Source: an optimization exercise on an open RTL-to-GDS flow (aim: small area, a short achievable clock period and few clock cycles). Production flows keep margins and buffers that such runs may drop. Where RTL was checked, it was by simulation tests only, not by an equivalence proof against the original. Function not checked in runs 3 to 5: the RTL went through the layout flow alone. No activity file was given, so power comes from the tool's default toggle rates.

===== flow/run.sh =====
#!/bin/bash
# synth_recipe.tcl (not shown) runs the flow's synth.tcl, then flattens the netlist and writes it again
# the make line also repeats each setting of config.mk as NAME=value (left out here)
make -C /OpenROAD-flow-scripts/flow DESIGN_CONFIG=/design/flow/config.mk WORK_HOME=/design/flow/orfs CLKGATE_MAP_FILE= SYNTH_SCRIPT=/design/flow/synth_recipe.tcl finish

===== flow/config.mk =====
export PLATFORM = sky130hd
export DESIGN_NAME = axi4_burst_slave_mem
export DESIGN_NICKNAME = axi4_burst_slave_mem
export VERILOG_FILES = /design/flow/design.v
export SDC_FILE = /design/flow/constraint.sdc
export NUM_CORES = 4
export LEC_CHECK = 0
export CAP_MARGIN = 20
export CORE_MARGIN = 2
export CORE_UTILIZATION = 60
export CTS_CLUSTER_DIAMETER = 60
export CTS_CLUSTER_SIZE = 30
export SETUP_SLACK_MARGIN = 2.6
export SLEW_MARGIN = 20
export TNS_END_PERCENT = 5

===== flow/constraint.sdc =====
create_clock -name core_clock -period 5.0 [get_ports {S_AXI_ACLK}]
set_input_delay 1.0000 -clock core_clock [delete_from_list [all_inputs] [get_ports {S_AXI_ACLK}]]
set_output_delay 1.0000 -clock core_clock [all_outputs]
set_load 0.01 [all_outputs]

===== flow/design.v =====
module axi4_burst_slave_mem #(
  parameter int unsigned C_S_AXI_ID_WIDTH   = 1,
  parameter int unsigned C_S_AXI_DATA_WIDTH = 32,
  parameter int unsigned C_S_AXI_ADDR_WIDTH = 32,
  parameter int unsigned C_MEM_ADDR_BITS    = 6
) (
  input  logic                            S_AXI_ACLK,
  input  logic                            S_AXI_ARESETN,
  input  logic [C_S_AXI_ID_WIDTH-1:0]     S_AXI_AWID,
  input  logic [C_S_AXI_ADDR_WIDTH-1:0]   S_AXI_AWADDR,
  input  logic [7:0]                      S_AXI_AWLEN,
  input  logic [2:0]                      S_AXI_AWSIZE,
  input  logic [1:0]                      S_AXI_AWBURST,
  input  logic                            S_AXI_AWVALID,
  output logic                            S_AXI_AWREADY,
  input  logic [C_S_AXI_DATA_WIDTH-1:0]   S_AXI_WDATA,
  input  logic [C_S_AXI_DATA_WIDTH/8-1:0] S_AXI_WSTRB,
  input  logic                            S_AXI_WLAST,
  input  logic                            S_AXI_WVALID,
  output logic                            S_AXI_WREADY,
  output logic [C_S_AXI_ID_WIDTH-1:0]     S_AXI_BID,
  output logic [1:0]                      S_AXI_BRESP,
  output logic                            S_AXI_BVALID,
  input  logic                            S_AXI_BREADY,
  input  logic [C_S_AXI_ID_WIDTH-1:0]     S_AXI_ARID,
  input  logic [C_S_AXI_ADDR_WIDTH-1:0]   S_AXI_ARADDR,
  input  logic [7:0]                      S_AXI_ARLEN,
  input  logic [2:0]                      S_AXI_ARSIZE,
  input  logic [1:0]                      S_AXI_ARBURST,
  input  logic                            S_AXI_ARVALID,
  output logic                            S_AXI_ARREADY,
  output logic [C_S_AXI_ID_WIDTH-1:0]     S_AXI_RID,
  output logic [C_S_AXI_DATA_WIDTH-1:0]   S_AXI_RDATA,
  output logic [1:0]                      S_AXI_RRESP,
  output logic                            S_AXI_RLAST,
  output logic                            S_AXI_RVALID,
  input  logic                            S_AXI_RREADY
  ,
  output logic [15:0]                     S_AXI_ERR_CNT
);
  localparam int unsigned ID_W   = C_S_AXI_ID_WIDTH;
  localparam int unsigned DATA_W = C_S_AXI_DATA_WIDTH;
  localparam int unsigned STRB_W = DATA_W / 8;
  localparam int unsigned IDX_W  = C_MEM_ADDR_BITS;
  localparam int unsigned DEPTH  = 1 << IDX_W;
  localparam logic [1:0] BURST_FIXED = 2'b00;
  localparam logic [1:0] BURST_INCR  = 2'b01;
  localparam logic [1:0] BURST_WRAP  = 2'b10;
  localparam logic [1:0] RESP_OKAY   = 2'b00;
  localparam logic [1:0] RESP_SLVERR = 2'b10;
  function automatic logic wrap_len_ok(input logic [7:0] len);
    wrap_len_ok = (len == 8'd1) || (len == 8'd3) || (len == 8'd7) || (len == 8'd15);
  endfunction
  function automatic logic req_err(input logic [1:0] addr_lo, input logic [7:0] len,
                                   input logic [2:0] size, input logic [1:0] burst);
    logic bad_wrap;
    bad_wrap = (burst == BURST_WRAP) && (!wrap_len_ok(len) || (addr_lo != 2'b00));
    req_err = (size != 3'b010) || (burst == 2'b11) || bad_wrap;
  endfunction
  function automatic logic [1:0] eff_burst(input logic [7:0] len, input logic [1:0] burst);
    logic [1:0] b;
    b = burst;
    if (burst == 2'b11) b = BURST_INCR;
    else if (burst == BURST_WRAP && !wrap_len_ok(len)) b = BURST_INCR;
    eff_burst = b;
  endfunction
  function automatic logic [IDX_W-1:0] next_idx(input logic [IDX_W-1:0] idx,
                                                input logic [3:0] len_lo,
                                                input logic [1:0] burst);
    logic [IDX_W-1:0] mask;
    logic [IDX_W-1:0] nxt;
    mask = IDX_W'(len_lo);
    case (burst)
      BURST_FIXED: nxt = idx;
      BURST_WRAP:  nxt = (idx & ~mask) | ((idx + IDX_W'(1)) & mask);
      default:     nxt = idx + IDX_W'(1);
    endcase
    next_idx = nxt;
  endfunction
  logic [DATA_W-1:0] mem [DEPTH];
  logic              w_act;       
  logic [ID_W-1:0]   w_id;
  logic [IDX_W-1:0]  w_ptr;       
  logic [7:0]        w_left;      
  logic              w_over;      
  logic [3:0]        w_len_lo;
  logic [1:0]        w_burst;
  logic              w_err;
  logic              bq_v;
  logic [ID_W-1:0]   bq_id;
  logic              bq_err;
  logic              aw_hs, w_hs, b_hs;
  logic              c_first;
  logic [ID_W-1:0]   c_id;
  logic [IDX_W-1:0]  c_ptr;
  logic [7:0]        c_left;
  logic              c_over;
  logic [3:0]        c_len_lo;
  logic [1:0]        c_burst;
  logic              c_err;
  logic              c_at_last;
  logic              c_err_nxt;
  logic              b_push;
  logic              bo_v_n, bq_v_n, w_act_n;
  always_comb begin
    aw_hs    = S_AXI_AWVALID & S_AXI_AWREADY;
    w_hs     = S_AXI_WVALID & S_AXI_WREADY;
    b_hs     = S_AXI_BVALID & S_AXI_BREADY;
    c_first  = !w_act;
    c_id     = c_first ? S_AXI_AWID : w_id;
    c_ptr    = c_first ? S_AXI_AWADDR[IDX_W+1:2] : w_ptr;
    c_left   = c_first ? S_AXI_AWLEN : w_left;
    c_over   = c_first ? 1'b0 : w_over;
    c_len_lo = c_first ? S_AXI_AWLEN[3:0] : w_len_lo;
    c_burst  = c_first ? eff_burst(S_AXI_AWLEN, S_AXI_AWBURST) : w_burst;
    c_err    = c_first ? req_err(S_AXI_AWADDR[1:0], S_AXI_AWLEN, S_AXI_AWSIZE, S_AXI_AWBURST)
                       : w_err;
    c_at_last = !c_over && (c_left == 8'd0);
    c_err_nxt = c_err | (S_AXI_WLAST ? !c_at_last : c_at_last);
    b_push    = w_hs & S_AXI_WLAST;
    w_act_n   = (w_act | aw_hs) & !b_push;
    bo_v_n    = (S_AXI_BVALID & !b_hs) | bq_v | b_push;
    bq_v_n    = (S_AXI_BVALID & !b_hs) & (bq_v | b_push);
  end
  always_ff @(posedge S_AXI_ACLK) begin
    if (aw_hs || w_hs) begin
      w_id     <= c_id;
      w_len_lo <= c_len_lo;
      w_burst  <= c_burst;
    end
    if (aw_hs && !w_hs) begin
      w_ptr  <= c_ptr;
      w_left <= c_left;
      w_over <= 1'b0;
      w_err  <= c_err;
    end else if (w_hs) begin
      if (!c_over) begin
        w_ptr  <= next_idx(c_ptr, c_len_lo, c_burst);
        w_left <= c_left - 8'd1;
      end
      w_over <= c_over | c_at_last;
      w_err  <= c_err_nxt;
    end
  end
  always_ff @(posedge S_AXI_ACLK) begin
    if (w_hs && !c_over) begin
      for (int b = 0; b < int'(STRB_W); b++) begin
        if (S_AXI_WSTRB[b]) mem[c_ptr][8*b +: 8] <= S_AXI_WDATA[8*b +: 8];
      end
    end
  end
  always_ff @(posedge S_AXI_ACLK or negedge S_AXI_ARESETN) begin
    if (!S_AXI_ARESETN) begin
      w_act         <= 1'b0;
      bq_v          <= 1'b0;
      bq_id         <= '0;
      bq_err        <= 1'b0;
      S_AXI_AWREADY <= 1'b0;
      S_AXI_WREADY  <= 1'b0;
      S_AXI_BVALID  <= 1'b0;
      S_AXI_BID     <= '0;
      S_AXI_BRESP   <= RESP_OKAY;
    end else begin
      w_act <= w_act_n;
      if (!S_AXI_BVALID || b_hs) begin
        if (bq_v) begin
          S_AXI_BID   <= bq_id;
          S_AXI_BRESP <= bq_err ? RESP_SLVERR : RESP_OKAY;
        end else begin
          S_AXI_BID   <= c_id;
          S_AXI_BRESP <= c_err_nxt ? RESP_SLVERR : RESP_OKAY;
        end
      end
      if (b_push && (bq_v || (S_AXI_BVALID && !b_hs))) begin
        bq_id  <= c_id;
        bq_err <= c_err_nxt;
      end
      S_AXI_BVALID  <= bo_v_n;
      bq_v          <= bq_v_n;
      S_AXI_AWREADY <= !w_act_n && !bq_v_n;
      S_AXI_WREADY  <= w_act_n || !bq_v_n;
    end
  end
  logic              ap_v;
  logic [ID_W-1:0]   ap_id;
  logic [IDX_W-1:0]  ap_ptr;
  logic [7:0]        ap_len;
  logic [1:0]        ap_burst;
  logic              ap_err;
  logic              g_act;
  logic [ID_W-1:0]   g_id;
  logic [DEPTH-1:0]  g_sel;       
  logic [7:0]        g_left;      
  logic              g_last;      
  logic              g_err;
  logic              g_fix, g_inc, g_w2, g_w4, g_w8, g_w16;
  logic              ar_hs, r_hs, out_free, r_adv, g_free;
  logic [ID_W-1:0]   a_id;
  logic [IDX_W-1:0]  a_ptr;
  logic [7:0]        a_len;
  logic [1:0]        a_burst;
  logic              a_err;
  logic              a_wrap;
  logic              g_load, ap_v_n;
  logic [DEPTH-1:0]  a_sel, g_sel_adv;
  logic [DATA_W-1:0] g_rd;
  always_comb begin
    ar_hs    = S_AXI_ARVALID & S_AXI_ARREADY;
    r_hs     = S_AXI_RVALID & S_AXI_RREADY;
    out_free = !S_AXI_RVALID | S_AXI_RREADY;
    r_adv    = g_act & out_free;
    g_free   = !g_act | (out_free & g_last);
    a_id    = ap_v ? ap_id    : S_AXI_ARID;
    a_ptr   = ap_v ? ap_ptr   : S_AXI_ARADDR[IDX_W+1:2];
    a_len   = ap_v ? ap_len   : S_AXI_ARLEN;
    a_burst = ap_v ? ap_burst : eff_burst(S_AXI_ARLEN, S_AXI_ARBURST);
    a_err   = ap_v ? ap_err   : req_err(S_AXI_ARADDR[1:0], S_AXI_ARLEN, S_AXI_ARSIZE,
                                        S_AXI_ARBURST);
    a_wrap  = (a_burst == BURST_WRAP);
    g_load  = g_free & (ap_v | ar_hs);
    ap_v_n  = (ap_v & !g_free) | (ar_hs & !(g_free & !ap_v));
    a_sel   = '0;
    a_sel[a_ptr] = 1'b1;
    for (int i = 0; i < int'(DEPTH); i++) begin
      g_sel_adv[i] = (g_fix & g_sel[i])
                   | ((g_inc | (g_w2 & (i % 2 != 0)) | (g_w4 & (i % 4 != 0))
                       | (g_w8 & (i % 8 != 0)) | (g_w16 & (i % 16 != 0)))
                      & g_sel[(i + int'(DEPTH) - 1) % int'(DEPTH)]);
      if (i % 2 == 0)  g_sel_adv[i] = g_sel_adv[i] | (g_w2 & g_sel[i + 1]);
      if (i % 4 == 0)  g_sel_adv[i] = g_sel_adv[i] | (g_w4 & g_sel[i + 3]);
      if (i % 8 == 0)  g_sel_adv[i] = g_sel_adv[i] | (g_w8 & g_sel[i + 7]);
      if (i % 16 == 0) g_sel_adv[i] = g_sel_adv[i] | (g_w16 & g_sel[i + 15]);
    end
    g_rd = '0;
    for (int i = 0; i < int'(DEPTH); i++) g_rd = g_rd | (mem[i] & {DATA_W{g_sel[i]}});
  end
  always_ff @(posedge S_AXI_ACLK) begin
    if (ar_hs) begin
      ap_id    <= S_AXI_ARID;
      ap_ptr   <= S_AXI_ARADDR[IDX_W+1:2];
      ap_len   <= S_AXI_ARLEN;
      ap_burst <= eff_burst(S_AXI_ARLEN, S_AXI_ARBURST);
      ap_err   <= req_err(S_AXI_ARADDR[1:0], S_AXI_ARLEN, S_AXI_ARSIZE, S_AXI_ARBURST);
    end
    if (g_load) begin
      g_id   <= a_id;
      g_sel  <= a_sel;
      g_left <= a_len;
      g_last <= (a_len == 8'd0);
      g_err  <= a_err;
      g_fix  <= (a_burst == BURST_FIXED);
      g_inc  <= (a_burst == BURST_INCR);
      g_w2   <= a_wrap & (a_len[3:0] == 4'd1);
      g_w4   <= a_wrap & (a_len[3:0] == 4'd3);
      g_w8   <= a_wrap & (a_len[3:0] == 4'd7);
      g_w16  <= a_wrap & (a_len[3:0] == 4'd15);
    end else if (r_adv) begin
      g_sel  <= g_sel_adv;
      g_left <= g_left - 8'd1;
      g_last <= (g_left == 8'd1);
    end
    if (r_adv) begin
      S_AXI_RDATA <= g_rd;
      S_AXI_RID   <= g_id;
      S_AXI_RRESP <= g_err ? RESP_SLVERR : RESP_OKAY;
      S_AXI_RLAST <= g_last;
    end
  end
  always_ff @(posedge S_AXI_ACLK or negedge S_AXI_ARESETN) begin
    if (!S_AXI_ARESETN) begin
      ap_v          <= 1'b0;
      g_act         <= 1'b0;
      S_AXI_ARREADY <= 1'b0;
      S_AXI_RVALID  <= 1'b0;
    end else begin
      ap_v          <= ap_v_n;
      g_act         <= g_load | (g_act & !g_free);
      S_AXI_ARREADY <= !ap_v_n;
      if (r_adv)     S_AXI_RVALID <= 1'b1;
      else if (r_hs) S_AXI_RVALID <= 1'b0;
    end
  end
  logic [15:0] err_p1_c, err_p2_c;
  logic        err_b_c, err_r_c;
  always_comb begin
    err_b_c  = b_hs & S_AXI_BRESP[1];
    err_r_c  = r_hs & S_AXI_RLAST & S_AXI_RRESP[1];
    err_p1_c = (S_AXI_ERR_CNT == 16'hFFFF) ? 16'hFFFF : S_AXI_ERR_CNT + 16'd1;
    err_p2_c = (S_AXI_ERR_CNT[15:1] == 15'h7FFF) ? 16'hFFFF : S_AXI_ERR_CNT + 16'd2;
  end
  always_ff @(posedge S_AXI_ACLK or negedge S_AXI_ARESETN) begin
    if (!S_AXI_ARESETN)          S_AXI_ERR_CNT <= '0;
    else if (err_b_c && err_r_c) S_AXI_ERR_CNT <= err_p2_c;
    else if (err_b_c || err_r_c) S_AXI_ERR_CNT <= err_p1_c;
  end
endmodule

==> results.tsv, run 1 <==
metric	value	unit
area grow syn2layout	19.12	%
CP Class	reg2reg	
total number of placement rows	136	
Post-DP HPWL	196.5	mm
ANT nets after route	0	
PortBufs	145	
Cell Chain, Critical Path	buf_6, buf_8, a22o_1, a221oi_1, nand4_1, or4_4	
crit path max-delay cell type	or4_4	
CP Buf/Inv Count	2	
Placer Congestion	0.9298	
H-tree levels	4	
Hold Worst Slack	0.2860	ns
unrepaired setup endpoints after global routing	true	
cell taking the most area after synthesis	edfxtp_1	
Setup TNS	0	ns
clock skew	0.04247	ns
Synth area leaders	edfxtp_1 (79%), a22o_1 (5.4%), a221oi_1 (5.4%), nor2_1 (1.4%), clkbuf_1 (1.3%)	
hold crit path type	in2async	
dpl ws	0.4702	ns
CP arrival	3.27	ns
DRC	0	
maximum vdd drop	0.4693	mV
Wirelength per Cell	45.28	um
TritonRoute pass-1 iters	10	
static leakage	32.40	nW
CTS tree	done	
total number of vias	55930	
die width	377.0	um
Pwr Total	0.05284	W
IO Count	196	
largest net degree at the start of global routing	65	
top-area cell type share of the netlist area	0.7930	
die height	377.0	um
Slew Limit Fails	0	
TritonCTS buffer count	144	
CTS sink count	2234	
vias in the first global route	50950	
final global-route overflow total	0	
Routed Wire Length	326.6	mm
area of the mapped netlist	0.08346	mm^2
CP endpoint kind	flip-flop	
worst-case clock buffer depth	3	
status	timing/DRC/antenna clean	
largest stage delay on the critical path	0.63	ns
power density cells	531.5	mW/mm^2
antenna violations before repair	13	
largest fanout on the critical path	20	
fmax	0.3661	GHz
initial core utilization	0.6055	
Max Cap Viol	0	
die area	0.1421	mm^2
EDFF count, synth	2204	
Core Region	0.1378	mm^2
Primary FF master, synth	edfxtp_1	
first-pass GRT wire length	427.9	mm
cell family with most CP delay	simple AND/OR/NAND/NOR gates	
most frequent cell after synthesis	edfxtp_1	
syn_area_per_cell	17.91	um^2
WP data required	5.54	ns
Worst-Skew Late Latency	0.82	ns
fraction of registers with async set/reset	0.01298	
Cell variety after synth	81	
cell count after synthesis	4660	
root buffer cell	clkbuf_16	
Slew Limit Headroom	0.3687	
Initial DRC Count	10930	
Final Hold Viols	0	
Final #Nets	5432	
period utilization	0.5463	
Clock transition at path regs	0.09	ns
layout cells sized above 1	0.2462	
yosys synthesis warning count	1	
cts hold-fix bufs	0	
final worst setup slack	2.268	ns
Slew @ Worst Pin	0.9469	ns
Setup Viol. Count Final	0	
Vias/cell	7.755	
sequential share of the synthesized area	0.8020	
Seq cells post-synth	2234	
Startpoint Class	flip-flop	
Post-synth top cells	edfxtp_1 (2204), a22o_1 (518), a221oi_1 (512)	
gr usage total	0.4520	
min cycle time layout	2.732	ns
[final timing paths]
| path | start | to | slack (ns) | cells past startpoint |
|---|---|---|---|---|
| worst min-delay path | S_AXI_ARESETN | S_AXI_AWREADY | 0.29 | 1 |
| min in group core_clock | g_err | S_AXI_RRESP[1] | 0.41 | 0 |
| max in group asynchronous | S_AXI_ARESETN | S_AXI_ERR_CNT[2] | 4.12 | 1 |
| worst max register to register | g_sel[27] | S_AXI_RDATA[20] | 2.27 | 6 |
| worst min register to register | g_err | S_AXI_RRESP[1] | 0.41 | 0 |
| worst max-delay path | g_sel[27] | S_AXI_RDATA[20] | 2.27 | 6 |
[final cells by class]
| class | count | area (um^2) |
|---|---|---|
| Sequential cell | 2234 | 66940 |
| Fill cell | 8660 | 38420 |
| Multi-Input combinational cell | 2079 | 17290 |
| Timing Repair Buffer | 819 | 7679 |
| Clock buffer | 160 | 3897 |
| Tap cell | 1794 | 2245 |
| Clock inverter | 107 | 1296 |
| Inverter | 11 | 51.30 |
| Antenna cell | 9 | 22.52 |
[what timing repair did]
action	CTS	global route
setup endpoints to repair	2304	2223
buffers inserted	130	59
gates resized for setup	410	326
gates cloned	7	6
pin swaps	43	48
[routing by layer]
metal	share of wire	global-route usage
met5	0.00035	0
met4	0.076	0.2506
met3	0.17	0.1409
met2	0.43	0.6539
met1	0.33	0.6159
[sequential cells by signal (all words and copies together), names as in the netlist, 2 cells and up, named ones only]
name,count
g_left,8
mem,2048
w_left,8
ap_burst,2
g_sel,64
w_ptr,6
w_len_lo,4
S_AXI_RDATA,32
S_AXI_ERR_CNT,16
ap_len,8
ap_ptr,6
w_burst,2
[per-stage QoR]
stage               instance area (um^2)    util  std cells
CTS                                97330  0.7061       7139
global placement                   89480  0.6492       6733
global route                       99400  0.7212       7207
finish                             99420  0.7213       7213
floorplan                          83650       -       4661
detailed placement                 89510  0.6494       6735
[logic make-up (layout without fill, tap and decap cells)]
family,count (synthesis),in the layout,share of synthesized area
AO/OA/AOI/OAI,1277,1277,0.1307
other,1,11,0.00004493
XOR/XNOR,28,28,0.002938
multiplexers,34,34,0.004258
flip-flops,2234,2234,0.8020
AND/OR/NAND/NOR,728,730,0.04292
buffers and inverters,350,1097,0.01606
adder cells (fa/ha/maj),8,8,0.001169
[layout by cell type, fill, tap and decap left out, types with 16 or more instances in the layout]
cell	netlist	layout
inv_6	0	26
nand2_2	0	23
dfrtp_1	29	22
a22o_1	518	517
buf_2	6	21
a221oi_2	0	95
o21ai_0	21	21
xor2_1	17	17
dlygate4sd2_1	0	64
o2bb2ai_1	37	35
buf_4	2	504
inv_12	0	16
buf_12	0	44
clkdlybuf4s50_1	0	42
edfxtp_1	2204	2204
or4_4	0	16
a21oi_1	30	26
nand2_1	98	59
a22oi_1	53	52
clkbuf_16	0	161
a221oi_1	512	408
nand4_1	136	136
a222oi_1	24	24
buf_6	0	103
mux2i_1	25	20
nor3_1	32	19
buf_8	1	22
nor2_4	0	64
nor2_2	0	46
or4_1	36	20
nor2_1	301	191
nand3_1	35	31
[where the power goes]
group,internal (W),total (W),switching [W]
registers,0.0214,0.0219,0.000463
clock network,0.00637,0.0134,0.00706
logic,0.00522,0.0175,0.0123
total,0.0330,0.0528,0.0198
Testbench counts, summed over its fixed seeds: cycles 10,239.
==> inputs of run 2 (changes only) <==
==> flow/flow/run.sh (new file) <==
#!/bin/bash
set -euo pipefail
cd "$(dirname "$0")/.."
bash standard.sh synth > flow_synth.log 2>&1
bash standard.sh \
  "BUFFER_PORTS_ARGS=-buffer_cell sky130_fd_sc_hd__buf_2" \
  "CTS_ARGS=-sink_clustering_enable -repair_clock_nets -sink_clustering_size 30 -sink_clustering_max_diameter 60 -dont_use_dummy_load" \
  finish > flow_layout.log 2>&1
==> flow/standard.sh (new file) <==
#!/bin/bash
# synth_recipe.tcl (not shown) runs the flow's synth.tcl, then flattens the netlist and writes it again
# the make line also repeats each setting of config.mk as NAME=value (left out here)
make -C /OpenROAD-flow-scripts/flow DESIGN_CONFIG=/design/flow/config.mk WORK_HOME=/design/flow/orfs CLKGATE_MAP_FILE= SYNTH_SCRIPT=/design/flow/synth_recipe.tcl "${@:-finish}"
removed: flow/run.sh
==> run 2 against run 1 <==
- still clean on timing, DRC and antenna
- cell count shrank 2.5%
- fmax shrank 0.16%
- count of clock-buffer cells in the layout shrank 16
- synthesized cell count is the same
- critical path depth is the same
- combinational power shrank 5%
- clock skew grew 0.017 ns
- first-iteration DRC count shrank 0.68%
- routed wire length shrank 2.7%
- worst setup slack lost 0.0044 ns
- worst hold slack gained 0.0082 ns
==> results.tsv, run 2 <==
metric	value	unit	change
unrepaired setup endpoints after global routing	true		
Primary FF master, synth	edfxtp_1		
ANT nets after route	0		unchanged
antenna violations before repair	12		-1
root buffer cell	clkbuf_16		
Worst-Skew Late Latency	0.81	ns	about the same
largest net degree at the start of global routing	74		+14%
total number of placement rows	136		unchanged
Vias/cell	7.788		+0.43%
cts hold-fix bufs	0		unchanged
maximum vdd drop	0.4608	mV	-1.8%
worst-case clock buffer depth	3		unchanged
dpl ws	1.156	ns	+0.6860 ns
sequential share of the synthesized area	0.8020		unchanged
area of the mapped netlist	0.08346	mm^2	unchanged
Final Cell Area	0.09638	mm^2	-3.1%
Setup TNS	0	ns	unchanged
Placer Congestion	0.9419		+1.3%
initial core utilization	0.6055		unchanged
final worst setup slack	2.264	ns	-0.004440 ns
placed inst area	0.08890	mm^2	-0.69%
CP endpoint kind	flip-flop		
FF-to-FF End	S_AXI_RDATA[16]		
most frequent cell after synthesis	edfxtp_1		
Final Hold Viols	0		unchanged
TritonRoute pass-1 iters	7		-3
layout cells sized above 1	0.2358		-0.01040
cell taking the most area after synthesis	edfxtp_1		
met2 Usage GRT	0.6531		-0.0007977
fmax	0.3655	GHz	-0.16%
power density cells	512.5	mW/mm^2	-3.6%
hold crit path type	in2async		
Sw Pwr	0.01821	W	-8.2%
Filler Cell Count	8851		+2.2%
final global-route overflow total	0		unchanged
GRT busiest layer	met2		
clock skew	0.05916	ns	+0.01669 ns
r2r setup slk	2.26	ns	about the same
yosys synthesis warning count	1		unchanged
internal power	0.03118	W	-5.5%
total number of vias	54780		-2.1%
biggest regs	mem: 2048 flops, g_sel: 64 flops, S_AXI_RDATA: 32 flops		
WP data required	5.49	ns	-0.05 ns
Cell variety after synth	81		unchanged
Core Region	0.1378	mm^2	unchanged
vias in the first global route	50790		-0.31%
gr usage total	0.4480		-0.004074
final core utilization	0.6993		-0.02201
Clock transition at path regs	0.07	ns	-0.02 ns
combinational share of power	0.335		+0.003
CP arrival	3.22	ns	-0.05 ns
status	timing/DRC/antenna clean		
die height	377.0	um	unchanged
first-pass GRT wire length	424.5	mm	-0.80%
M1 GR Usage	0.6065		-0.009423
sequential fraction of design power	0.444		+0.030
TritonCTS buffer count	144		unchanged
Routed Wire Length	317.7	mm	-2.7%
commonest non-fill, non-tap cells in the layout	edfxtp_1 (2204), buf_4 (518), a22o_1 (517)		
Slew Limit Headroom	0.3654		-0.003314
syn_area_per_cell	17.91	um^2	unchanged
Setup Viol. Count Final	0		unchanged
Wirelength per Cell	45.16	um	-0.26%
IO Count	196		unchanged
crit path max-delay cell type	or4_1		
commonest non-fill, non-tap cell in the layout	edfxtp_1		
clock share of power	0.221		-0.033
max reg flops	2048		unchanged
worst setup path start	g_sel[6]		
Most flops, register	mem		
PortBufs	145		unchanged
Cell Chain, Critical Path	buf_8, buf_4, a22o_1, a221oi_2, nand4_1, or4_1		
Slew @ Worst Pin	0.9519	ns	+0.004971 ns
cell count after synthesis	4660		unchanged
min cycle time layout	2.736	ns	+0.004440 ns
Slew Limit Fails	0		unchanged
die area	0.1421	mm^2	unchanged
period utilization	0.5472		+0.0008880
worst r2r path cells	6		unchanged
H-tree levels	4		unchanged
Initial DRC Count	10860		-0.68%
fraction of registers with async set/reset	0.01298		unchanged
static leakage	30.97	nW	-4.4%
Final #Nets	5378		-0.99%
GRT met3 Usage	0.1336		-0.007293
CP Class	reg2reg		
top-area cell type share of the netlist area	0.7930		unchanged
Seq cells post-synth	2234		unchanged
Max Cap Viol	0		unchanged
die width	377.0	um	unchanged
Synth area leaders	edfxtp_1 (79%), a22o_1 (5.4%), a221oi_1 (5.4%), nor2_1 (1.4%), clkbuf_1 (1.3%)		
R2R Path Start	g_sel[6]		
CTS sink count	2234		unchanged
Startpoint Class	flip-flop		
EDFF count, synth	2204		unchanged
Sw Share	0.3687		-0.006768
Post-DP HPWL	194.3	mm	-1.1%
CTS tree	done		
Post-synth top cells	edfxtp_1 (2204), a22o_1 (518), a221oi_1 (512)		
DRC	0		unchanged
area grow syn2layout	15.49	%	
largest stage delay on the critical path	0.69	ns	+0.06 ns
largest fanout on the critical path	12		-40%
run 2: cell types whose count changed in the layout (fill, tap and decap cells not counted), sizes merged, moves of 6 or more:
cell / before / now
dlymetal6s2s: 6 / 0
clkinv: 34 / 0
dlygate4sd2: 64 / 0
clkbuf: 166 / 144
bufinv: 6 / 0
inv: 68 / 8
buf: 697 / 765
clkdlybuf4s50: 42 / 0
clkinvlp: 10 / 3
run 2: worst max path at each step:
| stage | end | cells after the start | slack, ns |
|---|---|---|---|
| 2_1_floorplan | g_sel[24] | 7 | 2.02 |
| 3_3_place_gp | mem[59][10] | 6 | 0.85 |
| 3_5_place_dp | g_sel[40] | 8 | 1.16 |
| 4_1_cts | S_AXI_RDATA[26] | 6 | 2.41 |
| 5_1_grt | S_AXI_RDATA[6] | 6 | 2.29 |
| 6_report | S_AXI_RDATA[16] | 6 | 2.26 |
run 2: metal layers:
layer | wire, um | share of wire
met1 | 106000 | 0.33
met2 | 137800 | 0.43
met3 | 50480 | 0.16
met4 | 23390 | 0.074
met5 | 52 | 0.00016
run 2: critical path, delay by kind of cell, from the launching register on:
kind | cells | cell delay [ns]
compound gates | 2 | 0.60
flops | 1 | 0.39
simple gates | 2 | 1.00
buf+inv | 2 | 0.45
run 2: cell families (layout without fill, tap and decap cells):
| kind of cell | after synthesis | count (layout) | synth area share |
|---|---|---|---|
| other cells | 1 | 9 | 0.00004493 |
| simple gates | 728 | 729 | 0.04292 |
| flops | 2234 | 2234 | 0.8020 |
| mux | 34 | 34 | 0.004258 |
| buf+inv | 350 | 921 | 0.01606 |
| xor+xnor | 28 | 28 | 0.002938 |
| compound gates | 1277 | 1277 | 0.1307 |
| fa+ha+maj | 8 | 8 | 0.001169 |
run 2: repair_timing:
item | 4_1_cts | 5_1_grt
pin swaps | 48 | 20
buffers inserted | 129 | 41
gates cloned | 2 | 0
endpoints found under the setup margin | 2247 | 1791
resized for setup | 364 | 151
run 2: power groups by stage:
stage	Combinational [W]	Clock (W)	Sequential, W
after floorplan	0.00648	0	0.0220
after global placement	0.0131	0	0.0230
after detailed placement	0.0133	0	0.0229
after CTS	0.0154	0.0109	0.0219
after global routing	0.0163	0.0115	0.0220
final	0.0166	0.0109	0.0219
run 2: layout make-up:
cell class / count / area [um^2] / area share
multi-input cells: 2078 / 17220 / 0.1786
flip-flops and latches: 2234 / 66930 / 0.6944
clock buffers: 144 / 3603 / 0.03739
well taps: 1794 / 2245 / 0.02329
inverters: 11 / 52.55 / 0.0005452
diodes: 7 / 17.52 / 0.0001817
repair buffers: 766 / 6314 / 0.06551
run 2: metrics by stage:
step	std cells	hold slack [ns]	total power, W
detailed placement	6711	0.4117	0.03625
finish	7034	0.2943	0.04939
floorplan	4661	0.4003	0.02849
CTS	6986	0.3025	0.04814
global route	7027	0.3390	0.04973
global placement	6707	0.4028	0.03609
==> inputs of run 3 (changes only) <==
--- a/flow/design.v
+++ b/flow/design.v
@@ -203,7 +203,8 @@
   logic              a_wrap;
   logic              g_load, ap_v_n;
   logic [DEPTH-1:0]  a_sel, g_sel_adv;
-  logic [DATA_W-1:0] g_rd;
+  logic [DATA_W-1:0] g_rd_lo, g_rd_hi;
+  logic [DATA_W-1:0] r_data_lo, r_data_hi;
   always_comb begin
     ar_hs    = S_AXI_ARVALID & S_AXI_ARREADY;
     r_hs     = S_AXI_RVALID & S_AXI_RREADY;
@@ -231,8 +232,12 @@
       if (i % 8 == 0)  g_sel_adv[i] = g_sel_adv[i] | (g_w8 & g_sel[i + 7]);
       if (i % 16 == 0) g_sel_adv[i] = g_sel_adv[i] | (g_w16 & g_sel[i + 15]);
     end
-    g_rd = '0;
-    for (int i = 0; i < int'(DEPTH); i++) g_rd = g_rd | (mem[i] & {DATA_W{g_sel[i]}});
+    g_rd_lo = '0;
+    g_rd_hi = '0;
+    for (int i = 0; i < int'(DEPTH) / 2; i++) begin
+      g_rd_lo = g_rd_lo | (mem[i] & {DATA_W{g_sel[i]}});
+      g_rd_hi = g_rd_hi | (mem[i + int'(DEPTH) / 2] & {DATA_W{g_sel[i + int'(DEPTH) / 2]}});
+    end
   end
   always_ff @(posedge S_AXI_ACLK) begin
     if (ar_hs) begin
@@ -260,7 +265,8 @@
       g_last <= (g_left == 8'd1);
     end
     if (r_adv) begin
-      S_AXI_RDATA <= g_rd;
+      r_data_lo   <= g_rd_lo;
+      r_data_hi   <= g_rd_hi;
       S_AXI_RID   <= g_id;
       S_AXI_RRESP <= g_err ? RESP_SLVERR : RESP_OKAY;
       S_AXI_RLAST <= g_last;
@@ -280,6 +286,7 @@
       else if (r_hs) S_AXI_RVALID <= 1'b0;
     end
   end
+  assign S_AXI_RDATA = r_data_lo | r_data_hi;
   logic [15:0] err_p1_c, err_p2_c;
   logic        err_b_c, err_r_c;
   always_comb begin
==> run 3 against run 2 <==
- still clean
- register-to-register slack lost 0.08 ns
- combinational power shrank 22%
- design area shrank 1.7%
- via count shrank 3.6%
- global-route usage shrank 5.5 points
- clock power is essentially flat
- sequential cell count grew 32
- non-clock buffer count shrank 169
- core utilization shrank 2.1 points
- die area grew 1.2%
- count of clock-buffer cells in the layout grew 1
- largest cell class unchanged
- highest routed layer unchanged
==> results.tsv, run 3 <==
metric	value	unit	change
status	timing/DRC/antenna clean		
ANT nets after route	0		unchanged
min cycle time layout	2.816	ns	+0.07964 ns
most frequent cell after synthesis	edfxtp_1		
total number of vias	52810		-3.6%
TritonCTS buffer count	145		+0.69%
worst r2r path cells	4		-2
gr usage total	0.3928		-0.05514
CP arrival	3.33	ns	+0.11 ns
cts hold-fix bufs	0		unchanged
Wirelength per Cell	39.39	um	-13%
Synth area leaders	edfxtp_1 (80%), a22oi_1 (9.3%), nand4_1 (2.0%), clkbuf_1 (1.3%), nor2_1 (1.3%)		
maximum vdd drop	0.4450	mV	-3.4%
Worst-Skew Late Latency	0.82	ns	about the same
r2r setup slk	2.18	ns	-0.08 ns
H-tree levels	4		unchanged
Seq cells post-synth	2266		+1.4%
die width	379.2	um	+0.59%
Clock transition at path regs	0.08	ns	about the same
clock skew	0.05599	ns	-0.003170 ns
placed cells	6931		+3.3%
antenna violations before repair	10		-2
Placer Congestion	0.9261		-1.7%
root buffer cell	clkbuf_16		
Final Cell Area	0.09470	mm^2	-1.7%
period utilization	0.5632		+0.01593
Max Cap Viol	0		unchanged
final core utilization	0.6787		-0.02054
largest fanout on the critical path	18		+6
yosys synthesis warning count	1		unchanged
IO Count	196		unchanged
static leakage	30.05	nW	-3.0%
dpl ws	1.251	ns	+0.09521 ns
WP data required	5.52	ns	+0.03 ns
top-area cell type share of the netlist area	0.7950		+0.001991
hold crit path type	in2async		
die height	379.2	um	+0.59%
commonest non-fill, non-tap cell in the layout	edfxtp_1		
Slew Limit Fails	0		unchanged
vias in the first global route	48850		-3.8%
placed inst area	0.08916	mm^2	+0.29%
largest net degree at the start of global routing	83		+12%
sequential share of the synthesized area	0.8038		+0.001885
cell count after synthesis	4866		+4.4%
final worst setup slack	2.184	ns	-0.07964 ns
Setup TNS	0	ns	unchanged
initial core utilization	0.6053		about the same
die area	0.1438	mm^2	+1.2%
area of the mapped netlist	0.08446	mm^2	+1.2%
FF-to-FF End	r_data_lo[30]		
Post-DP HPWL	174.3	mm	-10%
Slew Limit Headroom	0.1727		-0.1927
Most flops, register	mem		
area grow syn2layout	12.13	%	
commonest non-fill, non-tap cells in the layout	edfxtp_1 (2236), a22oi_1 (1046), buf_4 (414)		
max reg flops	2048		unchanged
Cell variety after synth	78		-3.7%
unrepaired setup endpoints after global routing	true		
Initial DRC Count	9292		-14%
EDFF count, synth	2236		+1.5%
fraction of registers with async set/reset	0.01280		-0.0001833
Vias/cell	7.367		-5.4%
Primary FF master, synth	edfxtp_1		
Post-synth top cells	edfxtp_1 (2236), a22oi_1 (1046), clkbuf_1 (292)		
cell taking the most area after synthesis	edfxtp_1		
TritonRoute pass-1 iters	8		+1
CTS sink count	2266		+1.4%
worst-case clock buffer depth	3		unchanged
total number of placement rows	137		+0.74%
first-pass GRT wire length	384.3	mm	-9.5%
Core Region	0.1395	mm^2	+1.2%
final global-route overflow total	0		unchanged
Slew @ Worst Pin	1.241	ns	+0.2890 ns
Finished Layout Cells	7168		+1.9%
fmax	0.3551	GHz	-2.8%
Setup Viol. Count Final	0		unchanged
Final Hold Viols	0		unchanged
R2R Path Start	g_sel[20]		
CP Class	reg2reg		
power density cells	489.5	mW/mm^2	-4.5%
syn_area_per_cell	17.36	um^2	-3.1%
PortBufs	145		unchanged
Routed Wire Length	282.3	mm	-11%
CP endpoint kind	flip-flop		
Final #Nets	5430		+0.97%
biggest regs	mem: 2048 flops, g_sel: 64 flops		
DRC	0		unchanged
CTS tree	done		
Startpoint Class	flip-flop		
layout cells sized above 1	0.1900		-0.04584
## run 3: routing by layer
layer,vias to the layer above,part of all wire,GRT usage,routed length [um]
met2,4220,0.46,0.5979,129500
li1,20910,-,-,-
met5,-,0.000096,0,27
met3,736,0.13,0.08957,36670
met1,26940,0.36,0.5448,100900
met4,4,0.054,0.1841,15170
## run 3: per-stage QoR
stage	total power, W	hold slack [ns]
after floorplan	0.02842	0.4003
after global placement	0.03453	0.4009
after detailed placement	0.03469	0.4314
after CTS	0.04546	0.2936
after global routing	0.04710	0.3439
final	0.04635	0.3222
## run 3: kinds of logic after synthesis
family,Yosys count,synth area share
DFF,2266,0.8038
AOI/OAI and AO/OA,1282,0.1151
and+or+nand+nor,904,0.05678
buffers and inverters,342,0.01584
muxes,35,0.004296
xor gates and xnor gates,28,0.002904
adders and majority gates,8,0.001155
other,1,0.00004440
## run 3: what timing repair did
item / in CTS / in global routing
hold endpoints to repair: 0 / 0
endpoints found under the setup margin: 2258 / 2281
pin swaps: 13 / 24
buffers inserted: 28 / 55
gates resized for setup: 154 / 128
cloned: 0 / 2
## run 3: worst max-delay path by stage
stage / startpoint / endpoint
CTS: r_data_hi[22] / S_AXI_RDATA[22]
finish: g_sel[20] / r_data_lo[30]
global placement: S_AXI_WVALID / mem[35][30]
floorplan: S_AXI_RREADY / g_last
global route: r_data_hi[2] / S_AXI_RDATA[2]
detailed placement: S_AXI_AWADDR[2] / mem[56][9]
## run 3: where the power goes
| group | internal, W | total, W | leakage [nW] | switching [W] |
|---|---|---|---|---|
| registers | 0.0217 | 0.0224 | 20.4 | 0.000752 |
| clock network | 0.00514 | 0.0110 | 1.79 | 0.00581 |
| logic | 0.00321 | 0.0130 | 7.88 | 0.00974 |
## run 3: worst max-delay path, stage by stage, from the launching register on
cell and delay (ns):
edfxtp_1 0.87, buf_4 0.49, a22oi_1 0.21, nand4_1 0.30
or4_1 0.67
## run 3: area by class of cell
class	count	area, um^2
tap	1876	2347
sequential	2266	67900
multi-input combinational	2259	16270
inverter	17	67.56
timing repair inverter	1	5.005
timing repair buffer	597	4472
antenna	7	17.52
clock buffer	145	3628
fill	9507	44830
==> inputs of run 4 (changes only) <==
--- a/flow/design.v
+++ b/flow/design.v
@@ -202,9 +202,9 @@
   logic              a_err;
   logic              a_wrap;
   logic              g_load, ap_v_n;
-  logic [DEPTH-1:0]  a_sel, g_sel_adv;
-  logic [DATA_W-1:0] g_rd_lo, g_rd_hi;
-  logic [DATA_W-1:0] r_data_lo, r_data_hi;
+  logic [DEPTH-1:0]  a_sel, g_sel_adv, g_sel_n;
+  logic              s_hold, s_inc, s_w2, s_w4, s_w8, s_w16;
+  logic [DATA_W-1:0] g_rd;
   always_comb begin
     ar_hs    = S_AXI_ARVALID & S_AXI_ARREADY;
     r_hs     = S_AXI_RVALID & S_AXI_RREADY;
@@ -222,22 +222,25 @@
     ap_v_n  = (ap_v & !g_free) | (ar_hs & !(g_free & !ap_v));
     a_sel   = '0;
     a_sel[a_ptr] = 1'b1;
+    s_hold = g_fix | !r_adv;
+    s_inc  = g_inc & r_adv;
+    s_w2   = g_w2 & r_adv;
+    s_w4   = g_w4 & r_adv;
+    s_w8   = g_w8 & r_adv;
+    s_w16  = g_w16 & r_adv;
     for (int i = 0; i < int'(DEPTH); i++) begin
-      g_sel_adv[i] = (g_fix & g_sel[i])
-                   | ((g_inc | (g_w2 & (i % 2 != 0)) | (g_w4 & (i % 4 != 0))
-                       | (g_w8 & (i % 8 != 0)) | (g_w16 & (i % 16 != 0)))
+      g_sel_adv[i] = (s_hold & g_sel[i])
+                   | ((s_inc | (s_w2 & (i % 2 != 0)) | (s_w4 & (i % 4 != 0))
+                       | (s_w8 & (i % 8 != 0)) | (s_w16 & (i % 16 != 0)))
                       & g_sel[(i + int'(DEPTH) - 1) % int'(DEPTH)]);
-      if (i % 2 == 0)  g_sel_adv[i] = g_sel_adv[i] | (g_w2 & g_sel[i + 1]);
-      if (i % 4 == 0)  g_sel_adv[i] = g_sel_adv[i] | (g_w4 & g_sel[i + 3]);
-      if (i % 8 == 0)  g_sel_adv[i] = g_sel_adv[i] | (g_w8 & g_sel[i + 7]);
-      if (i % 16 == 0) g_sel_adv[i] = g_sel_adv[i] | (g_w16 & g_sel[i + 15]);
-    end
-    g_rd_lo = '0;
-    g_rd_hi = '0;
-    for (int i = 0; i < int'(DEPTH) / 2; i++) begin
-      g_rd_lo = g_rd_lo | (mem[i] & {DATA_W{g_sel[i]}});
-      g_rd_hi = g_rd_hi | (mem[i + int'(DEPTH) / 2] & {DATA_W{g_sel[i + int'(DEPTH) / 2]}});
-    end
+      if (i % 2 == 0)  g_sel_adv[i] = g_sel_adv[i] | (s_w2 & g_sel[i + 1]);
+      if (i % 4 == 0)  g_sel_adv[i] = g_sel_adv[i] | (s_w4 & g_sel[i + 3]);
+      if (i % 8 == 0)  g_sel_adv[i] = g_sel_adv[i] | (s_w8 & g_sel[i + 7]);
+      if (i % 16 == 0) g_sel_adv[i] = g_sel_adv[i] | (s_w16 & g_sel[i + 15]);
+    end
+    g_sel_n = ({DEPTH{g_load}} & a_sel) | ({DEPTH{!g_load}} & g_sel_adv);
+    g_rd = '0;
+    for (int i = 0; i < int'(DEPTH); i++) g_rd = g_rd | (mem[i] & {DATA_W{g_sel[i]}});
   end
   always_ff @(posedge S_AXI_ACLK) begin
     if (ar_hs) begin
@@ -247,9 +250,9 @@
       ap_burst <= eff_burst(S_AXI_ARLEN, S_AXI_ARBURST);
       ap_err   <= req_err(S_AXI_ARADDR[1:0], S_AXI_ARLEN, S_AXI_ARSIZE, S_AXI_ARBURST);
     end
+    g_sel <= g_sel_n;
     if (g_load) begin
       g_id   <= a_id;
-      g_sel  <= a_sel;
       g_left <= a_len;
       g_last <= (a_len == 8'd0);
       g_err  <= a_err;
@@ -260,13 +263,11 @@
       g_w8   <= a_wrap & (a_len[3:0] == 4'd7);
       g_w16  <= a_wrap & (a_len[3:0] == 4'd15);
     end else if (r_adv) begin
-      g_sel  <= g_sel_adv;
       g_left <= g_left - 8'd1;
       g_last <= (g_left == 8'd1);
     end
     if (r_adv) begin
-      r_data_lo   <= g_rd_lo;
-      r_data_hi   <= g_rd_hi;
+      S_AXI_RDATA <= g_rd;
       S_AXI_RID   <= g_id;
       S_AXI_RRESP <= g_err ? RESP_SLVERR : RESP_OKAY;
       S_AXI_RLAST <= g_last;
@@ -286,7 +287,6 @@
       else if (r_hs) S_AXI_RVALID <= 1'b0;
     end
   end
-  assign S_AXI_RDATA = r_data_lo | r_data_hi;
   logic [15:0] err_p1_c, err_p2_c;
   logic        err_b_c, err_r_c;
   always_comb begin
==> run 4 against run 3 <==
- core utilization rose by 2.4 points
- total power rose by 9.0%
- critical endpoint is now S_AXI_RDATA[15]
- via count rose by 3.3%
- first-iteration DRC count rose by 19%
- critical path type unchanged
- area after synthesis fell by 2.0%
- worst hold slack improved by 0.036 ns
==> results.tsv, run 4 <==
metric	value	unit	change
ANT nets after route	0		unchanged
gr usage total	0.4376		+0.04478
Setup Viol. Count Final	0		unchanged
first-pass GRT wire length	413.6	mm	+7.6%
Slew @ Worst Pin	0.9494	ns	-0.2915 ns
Post-DP HPWL	196.0	mm	+12%
largest fanout on the critical path	16		-2
Worst-Skew Late Latency	0.83	ns	about the same
Placer Congestion	0.9415		+1.7%
Max Cap Viol	0		unchanged
most frequent cell after synthesis	edfxtp_1		
Cell Chain, Critical Path	buf_8, a22o_1, a221oi_1, nand4_1, or4_4		
unrepaired setup endpoints after global routing	true		
syn_area_per_cell	17.82	um^2	+2.7%
Wirelength per Cell	45.25	um	+15%
commonest non-fill, non-tap cells in the layout	edfxtp_1 (2140), a22o_1 (521), buf_4 (408)		
power density cells	524.4	mW/mm^2	+7.1%
static leakage	30.80	nW	+2.5%
die height	375.5	um	-0.98%
period utilization	0.5270		-0.03619
min cycle time layout	2.635	ns	-0.1809 ns
total number of vias	54560		+3.3%
die width	375.5	um	-0.98%
EDFF count, synth	2140		-4.3%
die area	0.1410	mm^2	-2.0%
final core utilization	0.7028		+0.02406
root buffer cell	clkbuf_16		
CP Class	reg2reg		
Synth area leaders	edfxtp_1 (78%), a221oi_1 (5.5%), a22o_1 (5.5%), dfxtp_1 (1.6%), nor2_1 (1.4%)		
IO Count	196		unchanged
vias in the first global route	49070		+0.44%
CP endpoint kind	flip-flop		
CTS tree	done		
status	timing/DRC/antenna clean		
top-area cell type share of the netlist area	0.7762		-0.01882
Slew Limit Headroom	0.3671		+0.1943
Slew Limit Fails	0		unchanged
commonest non-fill, non-tap cell in the layout	edfxtp_1		
Routed Wire Length	315.6	mm	+12%
largest net degree at the start of global routing	65		-22%
fraction of registers with async set/reset	0.01298		+0.0001833
crit path max-delay cell type	or4_4		
antenna violations before repair	8		-2
FF-to-FF End	S_AXI_RDATA[15]		
Seq cells post-synth	2234		-1.4%
Multi-input gate area	0.01768	mm^2	+8.7%
Startpoint Class	flip-flop		
Core Region	0.1372	mm^2	-1.7%
Most flops, register	mem		
initial core utilization	0.6036		-0.001649
Vias/cell	7.820		+6.2%
R2R Path Start	g_sel[47]		
Cell variety after synth	85		+9.0%
Filler Cell Count	8778		-7.7%
WP data required	5.52	ns	about the same
Final Hold Viols	0		unchanged
maximum vdd drop	0.5694	mV	+28%
r2r setup slk	2.37	ns	+0.18 ns
total number of placement rows	136		-0.73%
DRC	0		unchanged
TritonRoute pass-1 iters	11		+3
hold crit path type	in2async		
area grow syn2layout	16.42	%	
clock skew	0.05345	ns	-0.002544 ns
H-tree levels	4		unchanged
PortBufs	145		unchanged
biggest regs	mem: 2048 flops, g_sel: 64 flops, S_AXI_RDATA: 32 flops		
yosys synthesis warning count	1		unchanged
TritonCTS buffer count	144		-0.69%
fmax	0.3795	GHz	+6.9%
cell count after synthesis	4645		-4.5%
Final #Nets	5317		-2.1%
largest stage delay on the critical path	0.70	ns	-0.17 ns
CTS sink count	2234		-1.4%
CP arrival	3.16	ns	-0.17 ns
Initial DRC Count	11080		+19%
Clock transition at path regs	0.07	ns	about the same
final worst setup slack	2.365	ns	+0.1809 ns
worst-case clock buffer depth	3		unchanged
register area	0.06650	mm^2	-2.0%
final global-route overflow total	0		unchanged
Post-synth top cells	edfxtp_1 (2140), a221oi_1 (522), a22o_1 (522)		
sequential share of the synthesized area	0.8007		-0.003163
Setup TNS	0	ns	unchanged
cell taking the most area after synthesis	edfxtp_1		
Hold Worst Slack	0.3578	ns	+0.03557 ns
area of the mapped netlist	0.08279	mm^2	-2.0%
worst r2r path cells	5		+1
layout cells sized above 1	0.2554		+0.06544
max reg flops	2048		unchanged
cts hold-fix bufs	0		unchanged
Primary FF master, synth	edfxtp_1		
dpl ws	0.9801	ns	-0.2713 ns
run 4: changes by cell type after synthesis, sizes merged, moves of 20 or more:
cell / delta
a22o: +521
clkbuf: -21
or4: -30
edfxtp: -96
nand4: -123
buf: +25
nor2: +20
a22oi: -1036
or2: -31
a221oi: +519
dfxtp: +64
run 4: worst max-delay path, delay by kind of cell (launching register included):
family	cells	cell delay, ns
AO/OA/AOI/OAI	2	0.45
flip-flops	1	0.49
AND/OR/NAND/NOR	2	1.15
buffers and inverters	1	0.26
run 4: report_power, final:
group / switching [W] / internal, W
Combinational: 0.0111 / 0.00522
Clock: 0.00585 / 0.00510
Sequential: 0.00190 / 0.0213
run 4: routing by layer:
| metal | routed length [um] | track usage | vias up |
|---|---|---|---|
| met4 | 18270 | 0.2054 | 10 |
| li1 | - | - | 20580 |
| met5 | 75 | 0 | - |
| met1 | 109400 | 0.6105 | 27570 |
| met2 | 136400 | 0.6308 | 5417 |
| met3 | 51430 | 0.1429 | 975 |
run 4: area by class of cell:
type,instances,area share
sequential,2234,0.6900
multi-input combinational,2071,0.1835
timing repair buffer,708,0.06487
clock buffer,144,0.03739
tap,1794,0.02329
inverter,14,0.0007269
antenna,10,0.0002596
timing repair inverter,1,0.00005192
run 4: worst max path at each step:
stage / start / slack [ns] / end
6_report: g_sel[47] / 2.37 / S_AXI_RDATA[15]
3_3_place_gp: S_AXI_AWADDR[6] / 1.04 / mem[42][27]
5_1_grt: w_act / 2.43 / w_ptr[2]
4_1_cts: g_sel[27] / 2.26 / S_AXI_RDATA[12]
2_1_floorplan: S_AXI_AWADDR[5] / 2.30 / mem[48][16]
3_5_place_dp: S_AXI_AWADDR[6] / 0.98 / mem[42][27]
run 4: cells by family after synthesis:
logic type | count (synthesis) | synth area share
flops | 2234 | 0.8007
compound gates | 1282 | 0.1311
simple gates | 705 | 0.04186
buf+inv | 343 | 0.01637
mux | 38 | 0.004942
xor+xnor | 33 | 0.003673
fa+ha+maj | 9 | 0.001300
other cells | 1 | 0.00004529
run 4: timing repair:
action                     in CTS  in global routing
cloned                          1                  3
pin swaps                      50                 54
setup buffers                  69                100
setup endpoints to repair    2170               2040
gates resized for setup       261                373
run 4: metrics by stage:
step	power (W)	area (um^2)	cells
final	0.05055	96390	6976
after global routing	0.05083	96360	6966
after CTS	0.04762	93500	6863
after detailed placement	0.03664	87880	6649
after global placement	0.03658	87870	6649
after floorplan	0.02889	83070	4646
==> inputs of run 5 (changes only) <==
--- a/flow/config.mk
+++ b/flow/config.mk
@@ -7,7 +7,7 @@
 export LEC_CHECK = 0
 export CAP_MARGIN = 20
 export CORE_MARGIN = 2
-export CORE_UTILIZATION = 60
+export CORE_UTILIZATION = 70
 export CTS_CLUSTER_DIAMETER = 60
 export CTS_CLUSTER_SIZE = 30
 export SETUP_SLACK_MARGIN = 2.6
==> run 5 against run 4 <==
- still clean
- combinational power is 4% lower
- fmax is 3.3% lower
- clock power hardly changed
- register-to-register slack worse by 0.09 ns
- clock skew is 0.00083 ns lower
- sequential cell count stayed put
- highest routed layer unchanged
==> results.tsv, run 5 <==
metric	value	unit	change
static leakage	30.22	nW	-1.9%
Post-DP HPWL	182.0	mm	-7.1%
Primary FF master, synth	edfxtp_1		
CP Buf/Inv Count	1		unchanged
initial core utilization	0.7040		+0.1003
fmax	0.3670	GHz	-3.3%
Max Cap Viol	0		unchanged
die area	0.1210	mm^2	-14%
worst-case clock buffer depth	3		unchanged
power density cells	530.6	mW/mm^2	+1.2%
period utilization	0.5450		+0.01805
min cycle time layout	2.725	ns	+0.09027 ns
largest fanout on the critical path	24		+8
Vias/cell	8.426		+7.7%
largest net degree at the start of global routing	65		unchanged
Post-synth top cells	edfxtp_1 (2140), a221oi_1 (522), a22o_1 (522)		
CP endpoint kind	flip-flop		
CP Class	reg2reg		
vias in the first global route	50540		+3.0%
maximum vdd drop	0.5572	mV	-2.1%
H-tree levels	4		unchanged
Cell variety after synth	85		unchanged
DRC	0		unchanged
Slew Limit Headroom	0.2055		-0.1616
Worst-Skew Late Latency	0.80	ns	-0.03 ns
Final #Nets	5229		-1.7%
EDFF count, synth	2140		unchanged
die height	347.9	um	-7.3%
total number of vias	55910		+2.5%
final global-route overflow total	0		unchanged
Initial DRC Count	12510		+13%
TritonCTS buffer count	143		-0.69%
Startpoint Class	flip-flop		
Final Cell Area	0.09504	mm^2	-1.4%
syn_area_per_cell	17.82	um^2	unchanged
hold crit path type	in2async		
cell count after synthesis	4645		unchanged
die width	347.9	um	-7.3%
yosys synthesis warning count	1		unchanged
first-pass GRT wire length	405.9	mm	-1.9%
Setup Viol. Count Final	0		unchanged
clock skew	0.05262	ns	-0.0008316 ns
Placer Congestion	0.9916		+5.3%
cell taking the most area after synthesis	edfxtp_1		
Synth area leaders	edfxtp_1 (78%), a221oi_1 (5.5%), a22o_1 (5.5%), dfxtp_1 (1.6%), nor2_1 (1.4%)		
gr usage total	0.5000		+0.06241
PortBufs	145		unchanged
CTS sink count	2234		unchanged
CTS tree	done		
largest stage delay on the critical path	0.69	ns	about the same
area of the mapped netlist	0.08279	mm^2	unchanged
biggest regs	mem: 2048 flops, g_sel: 64 flops, S_AXI_RDATA: 32 flops		
Cell Chain, Critical Path	buf_6, a221oi_1, nand4_1, or4_4		
Seq cells post-synth	2234		unchanged
Clock transition at path regs	0.10	ns	+0.03 ns
Wirelength per Cell	47.12	um	+4.1%
commonest non-fill, non-tap cells in the layout	edfxtp_1 (2140), a22o_1 (521), a221oi_1 (452)		
status	timing/DRC/antenna clean		
cell family with most CP delay	simple AND/OR/NAND/NOR gates		
final core utilization	0.8081		+0.1053
max reg flops	2048		unchanged
crit path max-delay cell type	or4_4		
Slew Limit Fails	0		unchanged
TritonRoute pass-1 iters	10		-1
Routed Wire Length	312.7	mm	-0.93%
Slew @ Worst Pin	1.183	ns	+0.2333 ns
antenna violations before repair	18		+10
total number of placement rows	126		-7.4%
Final Hold Viols	0		unchanged
fraction of registers with async set/reset	0.01298		unchanged
ANT nets after route	0		unchanged
sequential share of the synthesized area	0.8007		unchanged
Most flops, register	mem		
IO Count	196		unchanged
unrepaired setup endpoints after global routing	true		
layout cells sized above 1	0.2295		-0.02587
Filler Cell Count	5941		-32%
Setup TNS	0	ns	unchanged
WP data required	5.53	ns	about the same
r2r setup slk	2.27	ns	-0.09 ns
CP arrival	3.25	ns	+0.09 ns
top-area cell type share of the netlist area	0.7762		unchanged
area grow syn2layout	14.79	%	
most frequent cell after synthesis	edfxtp_1		
commonest non-fill, non-tap cell in the layout	edfxtp_1		
placed inst area	0.08679	mm^2	-1.2%
Core Region	0.1176	mm^2	-14%
root buffer cell	clkbuf_16		
## run 5: logic make-up after synthesis
logic type | share of synthesized area
AO/OA/AOI/OAI | 0.1311
XOR/XNOR | 0.003673
adder cells (fa/ha/maj) | 0.001300
buffers and inverters | 0.01637
flip-flops | 0.8007
multiplexers | 0.004942
other | 0.00004529
AND/OR/NAND/NOR | 0.04186
## run 5: area by class of cell
class,instances,area [um^2],area share
inverters,14,68.82,0.0007241
well taps,1536,1922,0.02022
flip-flops and latches,2234,66490,0.6996
repair buffers,621,5731,0.06030
clock buffers,143,3578,0.03765
multi-input cells,2071,17200,0.1810
repair inverters,1,5.005,0.00005266
diodes,16,40.04,0.0004213
## run 5: final timing paths
kind,startpoint,end,cells after the start
setup / recovery,g_sel[40],S_AXI_RDATA[30],4
hold / removal,S_AXI_ARESETN,S_AXI_BVALID,1
setup reg to reg,g_sel[40],S_AXI_RDATA[30],4
hold reg to reg,g_err,S_AXI_RRESP[1],0
max in group asynchronous,S_AXI_ARESETN,w_act,1
min in group core_clock,g_err,S_AXI_RRESP[1],0
## run 5: through the flow
step	instances	hold WS (ns)	power (W)	worst slack [ns]
2_1_floorplan	4646	0.4003	0.02889	2.302
3_3_place_gp	6297	0.4027	0.03585	0.8033
3_5_place_dp	6298	0.4073	0.03602	0.7924
4_1_cts	6506	0.3257	0.04682	2.344
5_1_grt	6623	0.3645	0.05033	2.381
6_report	6636	0.3020	0.05043	2.275
## run 5: where the power goes
part	switching [W]	leakage (nW)	internal, W
sequential	0.00249	20.1	0.0213
combinational	0.0107	8.34	0.00504
clock	0.00576	1.76	0.00507
total	0.0190	30.2	0.0314
## run 5: repair_timing
| action | 4_1_cts | 5_1_grt |
|---|---|---|
| pin swaps | 54 | 55 |
| setup buffers | 64 | 106 |
| setup endpoints to repair | 2198 | 2161 |
| gates resized for setup | 284 | 246 |
| cloned | 1 | 8 |
| endpoints found under the hold margin | 0 | 0 |
| hold buffers | 0 | 0 |
## run 5: worst register-to-register path, delay by kind of cell, from the launching register on
family / cells / cell delay, ns
AND/OR/NAND/NOR: 2 / 1.18
flip-flops: 1 / 0.52
AO/OA/AOI/OAI: 1 / 0.48
buffers and inverters: 1 / 0.31
## run 5: layer usage
layer,track usage,share of wire,wire [um],up-vias
met2,0.6966,0.41,127200,6738
met4,0.3009,0.089,27950,20
met3,0.2254,0.20,63830,1709
met1,0.6509,0.30,93350,27030
li1,-,-,-,20410
met5,0.007603,0.0012,381,-
==> inputs of run 6 (changes only) <==
--- a/flow/design.v
+++ b/flow/design.v
@@ -86,6 +86,10 @@
   logic [3:0]        w_len_lo;
   logic [1:0]        w_burst;
   logic              w_err;
+  logic              wp_v;
+  logic [IDX_W-1:0]  wp_ptr;
+  logic [DATA_W-1:0] wp_data;
+  logic [STRB_W-1:0] wp_strb;
   logic              bq_v;
   logic [ID_W-1:0]   bq_id;
   logic              bq_err;
@@ -123,6 +127,9 @@
     bq_v_n    = (S_AXI_BVALID & !b_hs) & (bq_v | b_push);
   end
   always_ff @(posedge S_AXI_ACLK) begin
+    wp_ptr  <= c_ptr;
+    wp_data <= S_AXI_WDATA;
+    wp_strb <= S_AXI_WSTRB;
     if (aw_hs || w_hs) begin
       w_id     <= c_id;
       w_len_lo <= c_len_lo;
@@ -143,15 +150,16 @@
     end
   end
   always_ff @(posedge S_AXI_ACLK) begin
-    if (w_hs && !c_over) begin
+    if (wp_v) begin
       for (int b = 0; b < int'(STRB_W); b++) begin
-        if (S_AXI_WSTRB[b]) mem[c_ptr][8*b +: 8] <= S_AXI_WDATA[8*b +: 8];
+        if (wp_strb[b]) mem[wp_ptr][8*b +: 8] <= wp_data[8*b +: 8];
       end
     end
   end
   always_ff @(posedge S_AXI_ACLK or negedge S_AXI_ARESETN) begin
     if (!S_AXI_ARESETN) begin
       w_act         <= 1'b0;
+      wp_v          <= 1'b0;
       bq_v          <= 1'b0;
       bq_id         <= '0;
       bq_err        <= 1'b0;
@@ -162,6 +170,7 @@
       S_AXI_BRESP   <= RESP_OKAY;
     end else begin
       w_act <= w_act_n;
+      wp_v  <= w_hs & !c_over;
       if (!S_AXI_BVALID || b_hs) begin
         if (bq_v) begin
           S_AXI_BID   <= bq_id;
--- a/flow/config.mk
+++ b/flow/config.mk
@@ -7,7 +7,7 @@
 export LEC_CHECK = 0
 export CAP_MARGIN = 20
 export CORE_MARGIN = 2
-export CORE_UTILIZATION = 70
+export CORE_UTILIZATION = 60
 export CTS_CLUSTER_DIAMETER = 60
 export CTS_CLUSTER_SIZE = 30
 export SETUP_SLACK_MARGIN = 2.6
==> run 6 against run 5 <==
- critical endpoint is now S_AXI_RDATA[13]
- synthesized cell count increased by 1.7%
- critical path type unchanged
- global-route usage decreased by 5.2 points
- still clean
- die area increased by 18%
- register-to-register slack got worse by 0.07 ns
- count of clock-buffer cells in the layout increased by 1
==> results.tsv, run 6 <==
metric	value	unit	change
Final Hold Viols	0		unchanged
largest net degree at the start of global routing	65		unchanged
Placer Congestion	0.9667		-2.5%
cell count after synthesis	4726		+1.7%
maximum vdd drop	0.3886	mV	-30%
Hold Worst Slack	0.2480	ns	-0.05396 ns
Pwr Total	0.04743	W	-5.9%
commonest non-fill, non-tap cell in the layout	edfxtp_1		
layout cells sized above 1	0.1818		-0.04776
yosys synthesis warning count	1		unchanged
die height	377.4	um	+8.5%
min cycle time layout	2.799	ns	+0.07383 ns
period utilization	0.5598		+0.01477
EDFF count, synth	2140		unchanged
top-area cell type share of the netlist area	0.7681		-0.008125
met3 wire len	52.56	mm	-18%
Setup TNS	0	ns	unchanged
root buffer cell	clkbuf_16		
placed inst area	0.08826	mm^2	+1.7%
final global-route overflow total	0		unchanged
Vias/cell	7.803		-7.4%
wire length on met2	137.7	mm	+8.3%
Clock transition at path regs	0.09	ns	about the same
cell taking the most area after synthesis	edfxtp_1		
final core utilization	0.6696		-0.1385
unrepaired setup endpoints after global routing	true		
Max Cap Viol	0		unchanged
initial core utilization	0.6018		-0.1021
die area	0.1424	mm^2	+18%
biggest regs	mem: 2048 flops, g_sel: 64 flops		
PortBufs	145		unchanged
DRC	0		unchanged
TritonCTS buffer count	144		+0.70%
Core Region	0.1390	mm^2	+18%
ANT nets after route	0		unchanged
Slew Limit Fails	0		unchanged
Max Used Layer	met5		
Worst-Skew Late Latency	0.82	ns	+0.02 ns
gr usage total	0.4481		-0.05192
Seq cells post-synth	2277		+1.9%
total number of placement rows	137		+8.7%
area of the mapped netlist	0.08367	mm^2	+1.1%
cts hold-fix bufs	0		unchanged
Slew Limit Headroom	0.2814		+0.07588
fraction of registers with async set/reset	0.01318		+0.0001940
CTS tree	done		
Filler Cell Count	9416		+58%
Post-DP HPWL	192.5	mm	+5.7%
Final #Nets	5151		-1.5%
hold crit path type	in2async		
Initial DRC Count	11940		-4.6%
CTS sink count	2277		+1.9%
R2R Path Start	g_sel[41]		
most frequent cell after synthesis	edfxtp_1		
Post-synth top cells	edfxtp_1 (2140), a22o_1 (528), a221oi_1 (516)		
Routed Wire Length	320.6	mm	+2.5%
Slew @ Worst Pin	1.077	ns	-0.1059 ns
worst-case clock buffer depth	3		unchanged
status	timing/DRC/antenna clean		
Setup Viol. Count Final	0		unchanged
CP arrival	3.34	ns	+0.09 ns
Wirelength per Cell	46.50	um	-1.3%
r2r setup slk	2.20	ns	-0.07 ns
max reg flops	2048		unchanged
die width	377.4	um	+8.5%
antenna violations before repair	13		-5
Cell variety after synth	74		-13%
total number of vias	53790		-3.8%
area grow syn2layout	11.26	%	
Synth area leaders	edfxtp_1 (77%), a22o_1 (5.5%), a221oi_1 (5.4%), dfxtp_1 (2.6%), nor2_1 (1.3%)		
fmax	0.3573	GHz	-2.6%
FF-to-FF End	S_AXI_RDATA[13]		
Primary FF master, synth	edfxtp_1		
largest fanout on the critical path	12		-50%
IO Count	196		unchanged
static leakage	29.14	nW	-3.6%
Final Cell Area	0.09309	mm^2	-2.0%
TritonRoute pass-1 iters	12		+2
vias in the first global route	48390		-4.3%
syn_area_per_cell	17.70	um^2	-0.67%
CP endpoint kind	flip-flop		
sequential share of the synthesized area	0.8026		+0.001967
H-tree levels	4		unchanged
power density cells	509.6	mW/mm^2	-4.0%
CP Class	reg2reg		
clock skew	0.08023	ns	+0.02761 ns
first-pass GRT wire length	421.5	mm	+3.9%
Startpoint Class	flip-flop		
WP data required	5.54	ns	about the same
commonest non-fill, non-tap cells in the layout	edfxtp_1 (2140), a22o_1 (528), a221oi_1 (500)		
DRT met1 WL	109.8	mm	+18%
Most flops, register	mem		
worst r2r path cells	5		+1
run 6: changes by cell type after synthesis, sizes merged, moves of 6 or more:
cell and delta:
a221oi -6, o32ai +6, dfxtp +42, mux2i -7
clkbuf +22, a22o +6, nor3 +6, o22ai -16
nand2b -6, buf -15, nand2 +33
run 6: kinds of logic after synthesis:
group                      share of synthesized area
DFF                                           0.8026
AOI/OAI and AO/OA                             0.1296
and+or+nand+nor                              0.04285
buffers and inverters                        0.01636
muxes                                       0.004441
xor gates and xnor gates                    0.002931
adders and majority gates                   0.001166
other                                     0.00004482
run 6: critical path, stage by stage (launching register included):
cell,delay [ns]
dfxtp_2,0.47
buf_4,0.33
a22o_1,0.27
a221oi_2,0.41
nand4_1,0.42
or4_1,0.65
run 6: repair_timing:
action / 4_1_cts / 5_1_grt
cloned: 0 / 3
pin swaps: 7 / 6
resized for setup: 136 / 63
setup buffers: 8 / 11
endpoints found under the setup margin: 981 / 1439
run 6: how the worst max path moves through the flow:
stage                          startpoint               to  slack (ns)  cells past startpoint
final                           g_sel[41]  S_AXI_RDATA[13]        2.20                      5
after global routing            wp_ptr[4]      mem[51][16]        2.24                      4
after CTS                       wp_ptr[5]       mem[35][0]        2.29                      3
after detailed placement    S_AXI_ARVALID        g_sel[18]        1.61                      9
after global placement      S_AXI_ARVALID        g_sel[18]        1.63                      9
after floorplan           S_AXI_ARADDR[2]        g_sel[10]        2.51                      6
run 6: area by class of cell:
type / count / area, um^2 / share of cell area
inverter: 20 / 97.59 / 0.001048
timing repair inverter: 1 / 5.005 / 0.00005376
multi-input combinational: 2095 / 16170 / 0.1737
clock buffer: 144 / 3603 / 0.03871
tap: 1876 / 2347 / 0.02522
antenna: 12 / 30.03 / 0.0003226
sequential: 2277 / 67390 / 0.7240
timing repair buffer: 469 / 3443 / 0.03699
run 6: per-stage QoR:
step,worst slack (ns),instances
final,2.201,6894
after global routing,2.240,6882
after CTS,2.295,6868
after detailed placement,1.613,6716
after floorplan,2.511,4727
after global placement,1.630,6716
run 6: where the power goes:
| group | leakage [nW] | switching (W) | total (W) | internal [W] |
|---|---|---|---|---|
| Clock | 1.77 | 0.00594 | 0.0111 | 0.00511 |
| Sequential | 20.4 | 0.00226 | 0.0238 | 0.0216 |
| Combinational | 6.92 | 0.00862 | 0.0125 | 0.00392 |
run 6: layer usage:
| metal | vias up | global-route usage |
|---|---|---|
| met5 | - | 0 |
| met4 | 8 | 0.2233 |
| met2 | 5161 | 0.6476 |
| met1 | 27320 | 0.6189 |
| li1 | 20290 | - |
| met3 | 1014 | 0.1433 |
Testbench counts of run 6, summed over its fixed seeds: cycles 10,239.

Setup slack of run 6, layout unchanged: 2.201 ns with ideal ports, 2.201 ns with driving cells assumed (clock clkbuf_16, inputs buf_2), 1.923 ns with port delays also shifted by the 0.869 ns mid clock arrival.
